This is an optimization exercise on Yosys and OpenROAD, whose aim is small area, a short achievable clock period and few clock cycles per item, not a production implementation.
In this exercise RTL edits were held to simulation tests only and were not proved equivalent to the original.
Power is estimated from default activity; no workload was simulated.

==> flow/design.v (excerpt) <==
module dsam_stream_encoder #(
    parameter int DATA_WIDTH   = 16,
    parameter int MAX_CHANNELS = 256,
    parameter int CHAN_WIDTH   = 9
) (
    input  logic                  clk,
    input  logic                  reset,
    input  logic                  clear,
    input  logic [1:0]            mode,
    input  logic [CHAN_WIDTH-1:0] channels,
    input  logic                  in_valid,
    output logic                  in_ready,
    input  logic [DATA_WIDTH-1:0] in_data,
    output logic                  out_valid,
    input  logic                  out_ready,
    output logic [DATA_WIDTH-1:0] out_data
);
    localparam int W  = DATA_WIDTH;
    localparam int QD = 4;
    logic          in_ready_q;
    logic          accept;
    logic          a_v, a_clr;
    logic [1:0]    a_mode;
    logic [7:0]    a_chm1;     
    logic          a_n1, a_n2;
    logic [W-1:0]  a_x;
    logic [7:0]    ch_m1;
    assign in_ready = in_ready_q;
    assign accept   = in_valid && in_ready_q;
    assign ch_m1    = ((channels == 9'd0) || (channels > 9'd256)) ? 8'd255 : 8'(channels - 9'd1);
    always_ff @(posedge clk or negedge reset) begin
        if (!reset) begin
            a_v   <= 1'b0;
            a_clr <= 1'b0;
        end else begin
            a_v   <= accept;
            a_clr <= clear;
        end
    end
    always_ff @(posedge clk) begin
        a_x    <= in_data;
        a_mode <= mode;
        a_chm1 <= ch_m1;
        a_n1   <= (channels == 9'd1);
        a_n2   <= (channels == 9'd2);
    end
    logic [7:0] seg_sel_new;
    always_comb begin
        seg_sel_new[7]   = a_chm1[7];
        seg_sel_new[6:0] = a_chm1[7] ? a_chm1[6:0] : 7'(a_chm1[6:0] - 7'd2);
    end
    logic [1:0] mode_q;
    logic [7:0] seg_sel_q, seg_sel_d;
    logic [7:0] seg_en_q;
    logic       n1_q, n2_q;
    logic       cold_q;
    logic [7:0] rem_q;
    logic [W-2:0] c_q;
    logic [1:0] mode_e;
    logic       n1_e;
    logic       cold_e, warm;
    logic [7:0] rem_e;
    assign mode_e    = a_clr ? a_mode : mode_q;
    assign n1_e      = a_clr ? a_n1 : n1_q;
    assign cold_e    = a_clr | cold_q;
    assign warm      = !cold_e;
    assign rem_e     = a_clr ? a_chm1 : rem_q;
    assign seg_sel_d = a_clr ? seg_sel_new : seg_sel_q;
    logic [W-1:0] x0_q, p_q, r_q;
    logic [W-1:0] s1_q;
    logic [2*W-1:0] s2_q;
    logic [4*W-1:0] s4_q;
  ...
Size: about 5,100 cells after synthesis, about 4,300 flip-flops, ~50 I/O pins, about 130,000 µm² of cells after synthesis.
Settings: LEC_CHECK=0, ABC_CLOCK_PERIOD_IN_PS=3000, CAP_MARGIN=20, CORE_MARGIN=2, CORE_UTILIZATION=60, CTS_CLUSTER_DIAMETER=100, CTS_CLUSTER_SIZE=30, PLACE_DENSITY=0.7, SETUP_SLACK_MARGIN=5, SLEW_MARGIN=20, SYNTH_MEMORY_MAX_BITS=8192; clock period 8.8 ns.
standard.sh (not shown) runs the stock make flow with config.mk's settings and CLKGATE_MAP_FILE= SYNTH_SCRIPT=/design/flow/synth_recipe.tcl, a recipe that flattens the netlist after the stock synthesis.
==> flow/flow/run.sh <==
#!/bin/bash
set -euo pipefail
bash standard.sh SETUP_SLACK_MARGIN=6.0 \
  BUFFER_PORTS_ARGS="-buffer_cell sky130_fd_sc_hd__buf_4" \
  finish > std_flow.log 2>&1
The starting point produced a clean layout.
Testbench counts at the start, summed over its fixed seeds: cycles 27,224, items 27,200.
Change:
==> flow/flow/run.sh (replaced) <==
#!/bin/bash
set -euo pipefail
bash standard.sh SETUP_SLACK_MARGIN=5.8 finish > std_flow.log 2>&1
CTS_CLUSTER_DIAMETER = 80   (was 100)
CTS_CLUSTER_SIZE = 25   (was 30)
What happened: Combinational power stays flat. Global-route usage goes up by 0.18 points. First-iteration DRC count increases by a few percent. Register-to-register slack gets worse by 140 ps. Clock skew rises by 9.5 ps. Flip-flop and latch count does not change. Non-clock buffer count drops by 2.
Change:
==> flow/flow/run.sh (replaced) <==
#!/bin/bash
set -euo pipefail
bash standard.sh SETUP_SLACK_MARGIN=5.8 \
  BUFFER_PORTS_ARGS="-buffer_cell sky130_fd_sc_hd__buf_4" \
  finish > std_flow.log 2>&1
CTS_CLUSTER_DIAMETER = 100   (was 80)
CTS_CLUSTER_SIZE = 30   (was 25)
Critical path depth does not change.
Area after synthesis is unchanged.
Count of clock-buffer cells in the layout drops by 27.
Power drops by 1.6%.
Final area drops by 0.53%.
Setup slack loses 31 ps.
Global-route usage drops by 0.25 points.
Combinational power barely changes.
Wire length drops by 1.3%.
Sequential share of layout area climbs by 0.48 points.
Change:
CORE_UTILIZATION = 65   (was 60)
CTS_CLUSTER_DIAMETER = 80   (was 100)
CTS_CLUSTER_SIZE = 25   (was 30)
PLACE_DENSITY = 0.75   (was 0.7)
Routed wire length is higher by about 14%.
Total power went up by 2.3%.
Final area rises by 0.32%.
Cell count goes down by about 2.7%.
Non-clock buffer count increases by 4.
Synthesized area is unchanged.
Change:
CORE_UTILIZATION = 55   (was 65)
PLACE_DENSITY = 0.7   (was 0.75)
Outcome:
- cell count climbs by 6.1%
- synthesized area is unchanged
- clock-buffer cell count drops by 1
- hold slack improves by 4.9 ps
- sequential share of layout area drops by 0.40 points
- core utilization drops by 10 points
- combinational power barely changes
- design area climbs by 0.46%

## port drivers added, routing unchanged
How much do the figures lean on ideal ports? The routed layouts below were timed once more, with nothing changed but the port constraints.
Step 1 assumes that a clkbuf_16 drives the clock port and a buf_2 every other input.
Step 2 adds t to the input delays and takes it off the output delays; t is the mean of the earliest and latest rising clock arrival at the registers after step 1. Input paths then give back, and output paths get back, about the clock's delay inside the block.
Slacks: ideal / step 1 / step 2; pairs: ideal / step 1.
run | shift t [ns] | setup slack, ns | clock arrival spread, ns | worst register clock-pin slew, ns
the first run | 0.932 | 5.652 / 5.565 / 5.048 | 0.036 / 0.036 | 0.11 / 0.11
the second run | 0.920 | 5.680 / 5.591 / 4.853 | 0.045 / 0.045 | 0.10 / 0.10
the third run | 0.932 | 5.649 / 5.561 / 5.042 | 0.037 / 0.036 | 0.11 / 0.11
the fourth run | 0.920 | 5.637 / 5.552 / 5.020 | 0.045 / 0.045 | 0.11 / 0.11
the fifth run | 0.930 | 5.666 / 5.574 / 5.150 | 0.046 / 0.047 | 0.10 / 0.10
After both steps setup and hold are still met in every run listed. The setup slack of the second run, which loses most, moves by -0.089 ns with the drivers and by -0.827 ns with both steps.
